From an optimization exercise on the open Yosys and OpenROAD flow, aimed at small area and a short achievable clock period; shortcuts taken in it are not production practice.
Where RTL was checked, it was by simulation tests only, not by an equivalence proof against the original.

==> inputs of ember <==
==> flow/design.v <==
`timescale 1ns/1ps
package axil_pkg;
    localparam int addr_width = 16;
    localparam int data_width = 32;
    localparam int strb_width = 4;
    typedef enum logic [1:0] {
        resp_okay   = 2'b00,
        resp_slverr = 2'b10
    } resp_t;
    typedef enum logic [1:0] {
        wr_idle,
        wr_data,
        wr_resp
    } wr_state_t;
    typedef enum logic {
        rd_idle,
        rd_resp
    } rd_state_t;
endpackage
`timescale 1ns/1ps
package ranker_pkg;
    localparam logic [15:0] addr_control = 16'h0000;
    localparam logic [15:0] addr_status  = 16'h0004;
    localparam logic [15:0] addr_config  = 16'h0008;
    localparam logic [15:0] addr_hash_lo = 16'h0020;
    localparam logic [15:0] addr_hash_hi = 16'h0024;
    localparam logic [15:0] addr_seg_lo  = 16'h0028;
    localparam logic [15:0] addr_seg_hi  = 16'h002C;
    localparam logic [15:0] addr_pos_lo  = 16'h0030;
    localparam logic [15:0] addr_pos_hi  = 16'h0034;
    localparam logic [15:0] addr_score   = 16'h0038;
    localparam logic [15:0] addr_result  = 16'h003C;
    localparam int ctrl_valid_bit  = 1;
    localparam int status_done_bit = 1;
    localparam int status_rank_lo  = 16;
    typedef logic [63:0] key_t;
    typedef logic [31:0] score_t;
    typedef logic [15:0] rank_t;
endpackage
`timescale 1ns/1ps
`timescale 1ns/1ps
`timescale 1ns/1ps
`timescale 1ns/1ps
module ranker_top (
    input  logic                  clk,
    input  logic                  reset,
    input  logic [axil_pkg::addr_width-1:0] awaddr,
    input  logic                  awvalid,
    output logic                  awready,
    input  logic [axil_pkg::data_width-1:0] wdata,
    input  logic [axil_pkg::strb_width-1:0] wstrb,
    input  logic                  wvalid,
    output logic                  wready,
    output axil_pkg::resp_t                 bresp,
    output logic                  bvalid,
    input  logic                  bready,
    input  logic [axil_pkg::addr_width-1:0] araddr,
    input  logic                  arvalid,
    output logic                  arready,
    output logic [axil_pkg::data_width-1:0] rdata,
    output axil_pkg::resp_t                 rresp,
    output logic                  rvalid,
    input  logic                  rready,
    output logic                  irq_out
);
    localparam logic [3:0] w_control = 4'h0;
    localparam logic [3:0] w_status  = 4'h1;
    localparam logic [3:0] w_config  = 4'h2;
    localparam logic [3:0] w_hash_lo = 4'h8;
    localparam logic [3:0] w_hash_hi = 4'h9;
    localparam logic [3:0] w_seg_lo  = 4'hA;
    localparam logic [3:0] w_seg_hi  = 4'hB;
    localparam logic [3:0] w_pos_lo  = 4'hC;
    localparam logic [3:0] w_pos_hi  = 4'hD;
    localparam logic [3:0] w_score   = 4'hE;
    localparam logic [3:0] w_result  = 4'hF;
    function automatic logic writable(input logic [15:0] a);
        writable = (a[15:6] == 10'd0) && (a[1:0] == 2'd0) &&
                   (a[5:2] == w_control || a[5:2] == w_config ||
                    (a[5:2] >= w_hash_lo && a[5:2] != w_result));
    endfunction
    function automatic logic readable(input logic [15:0] a);
        readable = (a[15:6] == 10'd0) && (a[1:0] == 2'd0) &&
                   (a[5:2] <= w_config || a[5:2] >= w_hash_lo);
    endfunction
    logic       st_data, st_resp;
    logic [3:0] aw_word;
    logic       aw_ok;
    logic       wr_en;
    assign awready = ~(st_data | st_resp);
    assign wready  = st_data;
    assign bvalid  = st_resp;
    assign bresp   = axil_pkg::resp_t'({~aw_ok, 1'b0});
    assign wr_en   = st_data && wvalid && aw_ok;
    always_ff @(posedge clk or posedge reset) begin
        if (reset) begin
            st_data <= 1'b0;
            st_resp <= 1'b0;
        end else begin
            if (awready && awvalid) st_data <= 1'b1;
            else if (st_data && wvalid) st_data <= 1'b0;
            if (st_data && wvalid) st_resp <= 1'b1;
            else if (st_resp && bready) st_resp <= 1'b0;
        end
    end
    always_ff @(posedge clk) begin
        if (awready) begin
            aw_word <= awaddr[5:2];
            aw_ok   <= writable(awaddr);
        end
    end
    logic [31:0] control_q, config_q, hash_lo_q, hash_hi_q, seg_lo_q, seg_hi_q;
    logic [31:0] pos_lo_q, pos_hi_q, score_q, result_q;
    logic        done_q;
    logic [6:0]  rank_q;
    function automatic logic [31:0] merge(input logic [31:0] old_value, input logic [31:0] new_value,
                                          input logic [3:0] strb);
        for (int i = 0; i < 4; i++) begin
            merge[i*8 +: 8] = strb[i] ? new_value[i*8 +: 8] : old_value[i*8 +: 8];
        end
    endfunction
    always_ff @(posedge clk or posedge reset) begin
        if (reset) begin
            control_q <= '0;
            config_q  <= '0;
            hash_lo_q <= '0;
            hash_hi_q <= '0;
            seg_lo_q  <= '0;
            seg_hi_q  <= '0;
            pos_lo_q  <= '0;
            pos_hi_q  <= '0;
            score_q   <= '0;
        end else if (wr_en) begin
            case (aw_word)
                w_control: control_q <= merge(control_q, wdata, wstrb);
                w_config:  config_q  <= merge(config_q, wdata, wstrb);
                w_hash_lo: hash_lo_q <= merge(hash_lo_q, wdata, wstrb);
                w_hash_hi: hash_hi_q <= merge(hash_hi_q, wdata, wstrb);
                w_seg_lo:  seg_lo_q  <= merge(seg_lo_q, wdata, wstrb);
                w_seg_hi:  seg_hi_q  <= merge(seg_hi_q, wdata, wstrb);
                w_pos_lo:  pos_lo_q  <= merge(pos_lo_q, wdata, wstrb);
                w_pos_hi:  pos_hi_q  <= merge(pos_hi_q, wdata, wstrb);
                w_score:   score_q   <= merge(score_q, wdata, wstrb);
                default: ;
            endcase
        end
    end
    logic [63:0] same;
    logic [3:0]  part_q [8];
    logic [6:0]  cnt_q;
    logic [31:0] diff1_q, diff2_q;
    logic        run1_q, run2_q;
    logic [6:0]  cnt_sum;
    assign same = ~({hash_hi_q, hash_lo_q} ^ {seg_hi_q, seg_lo_q});
    always_comb begin
        cnt_sum = '0;
        for (int i = 0; i < 8; i++) cnt_sum = cnt_sum + 7'(part_q[i]);
    end
    always_ff @(posedge clk) begin
        for (int i = 0; i < 8; i++) begin
            part_q[i] <= 4'($countones(same[i*8 +: 8]));
        end
        diff1_q <= score_q - {16'd0, pos_lo_q[15:0]};
        cnt_q   <= cnt_sum;
        diff2_q <= diff1_q;
    end
    always_ff @(posedge clk or posedge reset) begin
        if (reset) begin
            run1_q <= 1'b0;
            run2_q <= 1'b0;
        end else begin
            run1_q <= control_q[ranker_pkg::ctrl_valid_bit];
            run2_q <= run1_q;
        end
    end
    assign irq_out = run2_q;
    always_ff @(posedge clk or posedge reset) begin
        if (reset) begin
            result_q <= '0;
            done_q   <= 1'b0;
            rank_q   <= '0;
        end else if (run2_q) begin
            result_q <= diff2_q + {17'd0, cnt_q, 8'd0};
            done_q   <= 1'b1;
            rank_q   <= cnt_q;
        end
    end
    logic        rd_busy;
    logic [31:0] rd_word;
    logic        rd_ok;
    logic        rd_err;
    assign arready = ~rd_busy;
    assign rvalid  = rd_busy;
    assign rresp   = axil_pkg::resp_t'({rd_err, 1'b0});
    always_ff @(posedge clk or posedge reset) begin
        if (reset) begin
            rd_busy <= 1'b0;
        end else begin
            if (arvalid && !rd_busy) rd_busy <= 1'b1;
            else if (rd_busy && rready) rd_busy <= 1'b0;
        end
    end
    assign rd_ok = readable(araddr);
    always_comb begin
        case (araddr[5:2])
            w_control: rd_word = control_q;
            w_status:  rd_word = {9'd0, rank_q, 14'd0, done_q, 1'b0};
            w_config:  rd_word = config_q;
            w_hash_lo: rd_word = hash_lo_q;
            w_hash_hi: rd_word = hash_hi_q;
            w_seg_lo:  rd_word = seg_lo_q;
            w_seg_hi:  rd_word = seg_hi_q;
            w_pos_lo:  rd_word = pos_lo_q;
            w_pos_hi:  rd_word = pos_hi_q;
            w_score:   rd_word = score_q;
            w_result:  rd_word = result_q;
            default:   rd_word = '0;
        endcase
        if (!rd_ok) rd_word = '0;
    end
    always_ff @(posedge clk) begin
        if (!rd_busy) begin
            rdata  <= rd_word;
            rd_err <= !rd_ok;
        end
    end
endmodule
==> flow/run.sh <==
#!/bin/bash
# synth_recipe.tcl (not shown) runs the flow's synth.tcl, then flattens the netlist and writes it again
# the make line also repeats each setting of config.mk as NAME=value (left out here)
make -C /OpenROAD-flow-scripts/flow DESIGN_CONFIG=/design/flow/config.mk WORK_HOME=/design/flow/orfs CLKGATE_MAP_FILE= SYNTH_SCRIPT=/design/flow/synth_recipe.tcl finish
==> flow/config.mk <==
export PLATFORM = sky130hd
export DESIGN_NAME = ranker_top
export DESIGN_NICKNAME = ranker_top
export VERILOG_FILES = /design/flow/design.v
export SDC_FILE = /design/flow/constraint.sdc
export NUM_CORES = 4
export LEC_CHECK = 0
export CAP_MARGIN = 20
export CORE_MARGIN = 2
export CORE_UTILIZATION = 40
export SLEW_MARGIN = 20
==> flow/constraint.sdc <==
create_clock -name core_clock -period 7.5 [get_ports {clk}]
set_input_delay 1.5000 -clock core_clock [delete_from_list [all_inputs] [get_ports {clk}]]
set_output_delay 1.5000 -clock core_clock [all_outputs]
set_load 0.01 [all_outputs]
==> quartz (differences from ember) <==
--- a/flow/design.v
+++ b/flow/design.v
@@ -83,85 +83,80 @@
         readable = (a[15:6] == 10'd0) && (a[1:0] == 2'd0) &&
                    (a[5:2] <= w_config || a[5:2] >= w_hash_lo);
     endfunction
-    logic       st_data, st_resp;
+    logic       st_idle, st_data, st_resp;
     logic [3:0] aw_word;
-    logic       aw_ok;
+    logic       aw_ok, aw_err;
     logic       wr_en;
-    assign awready = ~(st_data | st_resp);
+    assign awready = st_idle;
     assign wready  = st_data;
     assign bvalid  = st_resp;
-    assign bresp   = axil_pkg::resp_t'({~aw_ok, 1'b0});
+    assign bresp   = axil_pkg::resp_t'({aw_err, 1'b0});
     assign wr_en   = st_data && wvalid && aw_ok;
     always_ff @(posedge clk or posedge reset) begin
         if (reset) begin
+            st_idle <= 1'b1;
             st_data <= 1'b0;
             st_resp <= 1'b0;
         end else begin
-            if (awready && awvalid) st_data <= 1'b1;
+            if (st_idle && awvalid) st_idle <= 1'b0;
+            else if (st_resp && bready) st_idle <= 1'b1;
+            if (st_idle && awvalid) st_data <= 1'b1;
             else if (st_data && wvalid) st_data <= 1'b0;
             if (st_data && wvalid) st_resp <= 1'b1;
             else if (st_resp && bready) st_resp <= 1'b0;
         end
     end
     always_ff @(posedge clk) begin
-        if (awready) begin
+        if (st_idle) begin
             aw_word <= awaddr[5:2];
             aw_ok   <= writable(awaddr);
-        end
-    end
+            aw_err  <= !writable(awaddr);
+        end
+    end
+    logic        live_q;
     logic [31:0] control_q, config_q, hash_lo_q, hash_hi_q, seg_lo_q, seg_hi_q;
     logic [31:0] pos_lo_q, pos_hi_q, score_q, result_q;
     logic        done_q;
     logic [6:0]  rank_q;
-    function automatic logic [31:0] merge(input logic [31:0] old_value, input logic [31:0] new_value,
-                                          input logic [3:0] strb);
+    logic [31:0] wr_data;
+    always_ff @(posedge clk or posedge reset) begin
+        if (reset) live_q <= 1'b0;
+        else       live_q <= 1'b1;
+    end
+    assign wr_data = live_q ? wdata : 32'd0;
+    function automatic logic lane_en(input logic live, input logic wr, input logic [3:0] word,
+                                     input logic [3:0] target, input logic strb);
+        lane_en = !live || (wr && word == target && strb);
+    endfunction
+    always_ff @(posedge clk) begin
         for (int i = 0; i < 4; i++) begin
-            merge[i*8 +: 8] = strb[i] ? new_value[i*8 +: 8] : old_value[i*8 +: 8];
-        end
-    endfunction
-    always_ff @(posedge clk or posedge reset) begin
-        if (reset) begin
-            control_q <= '0;
-            config_q  <= '0;
-            hash_lo_q <= '0;
-            hash_hi_q <= '0;
-            seg_lo_q  <= '0;
-            seg_hi_q  <= '0;
-            pos_lo_q  <= '0;
-            pos_hi_q  <= '0;
-            score_q   <= '0;
-        end else if (wr_en) begin
-            case (aw_word)
-                w_control: control_q <= merge(control_q, wdata, wstrb);
-                w_config:  config_q  <= merge(config_q, wdata, wstrb);
-                w_hash_lo: hash_lo_q <= merge(hash_lo_q, wdata, wstrb);
-                w_hash_hi: hash_hi_q <= merge(hash_hi_q, wdata, wstrb);
-                w_seg_lo:  seg_lo_q  <= merge(seg_lo_q, wdata, wstrb);
-                w_seg_hi:  seg_hi_q  <= merge(seg_hi_q, wdata, wstrb);
-                w_pos_lo:  pos_lo_q  <= merge(pos_lo_q, wdata, wstrb);
-                w_pos_hi:  pos_hi_q  <= merge(pos_hi_q, wdata, wstrb);
-                w_score:   score_q   <= merge(score_q, wdata, wstrb);
-                default: ;
-            endcase
+            if (lane_en(live_q, wr_en, aw_word, w_control, wstrb[i])) control_q[i*8 +: 8] <= wr_data[i*8 +: 8];
+            if (lane_en(live_q, wr_en, aw_word, w_config,  wstrb[i])) config_q[i*8 +: 8]  <= wr_data[i*8 +: 8];
+            if (lane_en(live_q, wr_en, aw_word, w_hash_lo, wstrb[i])) hash_lo_q[i*8 +: 8] <= wr_data[i*8 +: 8];
+            if (lane_en(live_q, wr_en, aw_word, w_hash_hi, wstrb[i])) hash_hi_q[i*8 +: 8] <= wr_data[i*8 +: 8];
+            if (lane_en(live_q, wr_en, aw_word, w_seg_lo,  wstrb[i])) seg_lo_q[i*8 +: 8]  <= wr_data[i*8 +: 8];
+            if (lane_en(live_q, wr_en, aw_word, w_seg_hi,  wstrb[i])) seg_hi_q[i*8 +: 8]  <= wr_data[i*8 +: 8];
+            if (lane_en(live_q, wr_en, aw_word, w_pos_lo,  wstrb[i])) pos_lo_q[i*8 +: 8]  <= wr_data[i*8 +: 8];
+            if (lane_en(live_q, wr_en, aw_word, w_pos_hi,  wstrb[i])) pos_hi_q[i*8 +: 8]  <= wr_data[i*8 +: 8];
+            if (lane_en(live_q, wr_en, aw_word, w_score,   wstrb[i])) score_q[i*8 +: 8]   <= wr_data[i*8 +: 8];
         end
     end
     logic [63:0] same;
     logic [3:0]  part_q [8];
-    logic [6:0]  cnt_q;
+    logic [5:0]  half_q [2];
+    logic [6:0]  cnt;
     logic [31:0] diff1_q, diff2_q;
     logic        run1_q, run2_q;
-    logic [6:0]  cnt_sum;
     assign same = ~({hash_hi_q, hash_lo_q} ^ {seg_hi_q, seg_lo_q});
-    always_comb begin
-        cnt_sum = '0;
-        for (int i = 0; i < 8; i++) cnt_sum = cnt_sum + 7'(part_q[i]);
-    end
+    assign cnt  = 7'(half_q[0]) + 7'(half_q[1]);
     always_ff @(posedge clk) begin
         for (int i = 0; i < 8; i++) begin
             part_q[i] <= 4'($countones(same[i*8 +: 8]));
         end
+        for (int i = 0; i < 2; i++) begin
+            half_q[i] <= (6'(part_q[4*i]) + 6'(part_q[4*i+1])) + (6'(part_q[4*i+2]) + 6'(part_q[4*i+3]));
+        end
         diff1_q <= score_q - {16'd0, pos_lo_q[15:0]};
-        cnt_q   <= cnt_sum;
         diff2_q <= diff1_q;
     end
     always_ff @(posedge clk or posedge reset) begin
@@ -169,42 +164,47 @@
             run1_q <= 1'b0;
             run2_q <= 1'b0;
         end else begin
-            run1_q <= control_q[ranker_pkg::ctrl_valid_bit];
+            run1_q <= control_q[ranker_pkg::ctrl_valid_bit] && live_q;
             run2_q <= run1_q;
         end
     end
     assign irq_out = run2_q;
     always_ff @(posedge clk or posedge reset) begin
-        if (reset) begin
-            result_q <= '0;
-            done_q   <= 1'b0;
-            rank_q   <= '0;
-        end else if (run2_q) begin
-            result_q <= diff2_q + {17'd0, cnt_q, 8'd0};
-            done_q   <= 1'b1;
-            rank_q   <= cnt_q;
-        end
-    end
-    logic        rd_busy;
+        if (reset)       done_q <= 1'b0;
+        else if (run2_q) done_q <= 1'b1;
+    end
+    always_ff @(posedge clk) begin
+        if (run2_q) begin
+            result_q <= diff2_q + {17'd0, cnt, 8'd0};
+            rank_q   <= cnt;
+        end
+    end
+    logic        rd_idle, rd_busy;
     logic [31:0] rd_word;
     logic        rd_ok;
     logic        rd_err;
-    assign arready = ~rd_busy;
+    assign arready = rd_idle;
     assign rvalid  = rd_busy;
     assign rresp   = axil_pkg::resp_t'({rd_err, 1'b0});
     always_ff @(posedge clk or posedge reset) begin
         if (reset) begin
+            rd_idle <= 1'b1;
             rd_busy <= 1'b0;
         end else begin
-            if (arvalid && !rd_busy) rd_busy <= 1'b1;
-            else if (rd_busy && rready) rd_busy <= 1'b0;
+            if (arvalid && rd_idle) begin
+                rd_idle <= 1'b0;
+                rd_busy <= 1'b1;
+            end else if (rd_busy && rready) begin
+                rd_idle <= 1'b1;
+                rd_busy <= 1'b0;
+            end
         end
     end
     assign rd_ok = readable(araddr);
     always_comb begin
         case (araddr[5:2])
             w_control: rd_word = control_q;
-            w_status:  rd_word = {9'd0, rank_q, 14'd0, done_q, 1'b0};
+            w_status:  rd_word = {9'd0, done_q ? rank_q : 7'd0, 14'd0, done_q, 1'b0};
             w_config:  rd_word = config_q;
             w_hash_lo: rd_word = hash_lo_q;
             w_hash_hi: rd_word = hash_hi_q;
@@ -213,13 +213,13 @@
             w_pos_lo:  rd_word = pos_lo_q;
             w_pos_hi:  rd_word = pos_hi_q;
             w_score:   rd_word = score_q;
-            w_result:  rd_word = result_q;
+            w_result:  rd_word = done_q ? result_q : 32'd0;
             default:   rd_word = '0;
         endcase
-        if (!rd_ok) rd_word = '0;
-    end
-    always_ff @(posedge clk) begin
-        if (!rd_busy) begin
+        if (!rd_ok || !live_q) rd_word = '0;
+    end
+    always_ff @(posedge clk) begin
+        if (rd_idle) begin
             rdata  <= rd_word;
             rd_err <= !rd_ok;
         end
==> flow/flow/run.sh (new file) <==
#!/bin/bash
# The standard layout, with plain buffers on the ports instead of the delay
# buffers buffer_ports picks by default. Every port still gets its buffer.
set -euo pipefail
export BUFFER_PORTS_ARGS="-buffer_cell sky130_fd_sc_hd__buf_2"
bash standard.sh > standard.log 2>&1
==> flow/standard.sh (new file) <==
#!/bin/bash
# synth_recipe.tcl (not shown) runs the flow's synth.tcl, then flattens the netlist and writes it again
# the make line also repeats each setting of config.mk as NAME=value (left out here)
make -C /OpenROAD-flow-scripts/flow DESIGN_CONFIG=/design/flow/config.mk WORK_HOME=/design/flow/orfs CLKGATE_MAP_FILE= SYNTH_SCRIPT=/design/flow/synth_recipe.tcl "${@:-finish}"
SETUP_SLACK_MARGIN = 4.5   (was unset)
removed: flow/run.sh
==> flow_summary.json <==
{
  "synthMuxAreaShare_pct": 0.148,
  "status": "complete, no violations",
  "n_tap_cell": 672,
  "seq_cell_count": 483,
  "worstPathRequired_ps": 7980,
  "ys.flop_type": "edfxtp_1"
}
(the above is from quartz)
==> flow_summary.json <==
{
  "ys.flop_type": "dfrtp_1",
  "n_tap_cell": 696,
  "setup_violations": 0,
  "wl_met1_um": 28600,
  "synth_area_um2": 22000,
  "seq_cell_count": 474,
  "crit_buf_inv": 2,
  "r2r_slack_ps": 3750,
  "worstPathRequired_ps": 7860,
  "synthMuxAreaShare_pct": 15.7,
  "status": "complete, no violations"
}
(the above is from ember)
No functional check of the RTL was part of quartz.

[port drivers added, routing unchanged]
In the flow no input, the clock included, has a driving cell. The finished layouts below were timed again as built, in two steps.
Step 1: set_driving_cell puts a clkbuf_16 on clk and a buf_2 on each other input, an assumption about the parent block.
Step 2 adds t to the input delays and takes it off the output delays; t is the mean of the earliest and latest rising clock arrival at the registers after step 1. Input paths then give back, and output paths get back, about the clock's delay inside the block.
Three values: no drivers, after step 1, after step 2; two values: the first two.
| run | t, ns | setup slack, ns | hold WS [ns] | worst register clock-pin slew, ns |
|---|---|---|---|---|
| ember | 0.645 | 3.595 / 3.621 / 2.976 | 0.323 / 0.323 / 0.323 | 0.06 / 0.06 |
| quartz | 0.633 | 4.341 / 4.341 / 4.008 | 0.316 / 0.316 / 0.316 | 0.07 / 0.07 |
After both steps every run listed still meets setup and hold. For ember, which loses most, drivers alone change the setup slack by +0.026 ns; drivers and shift together by -0.619 ns.
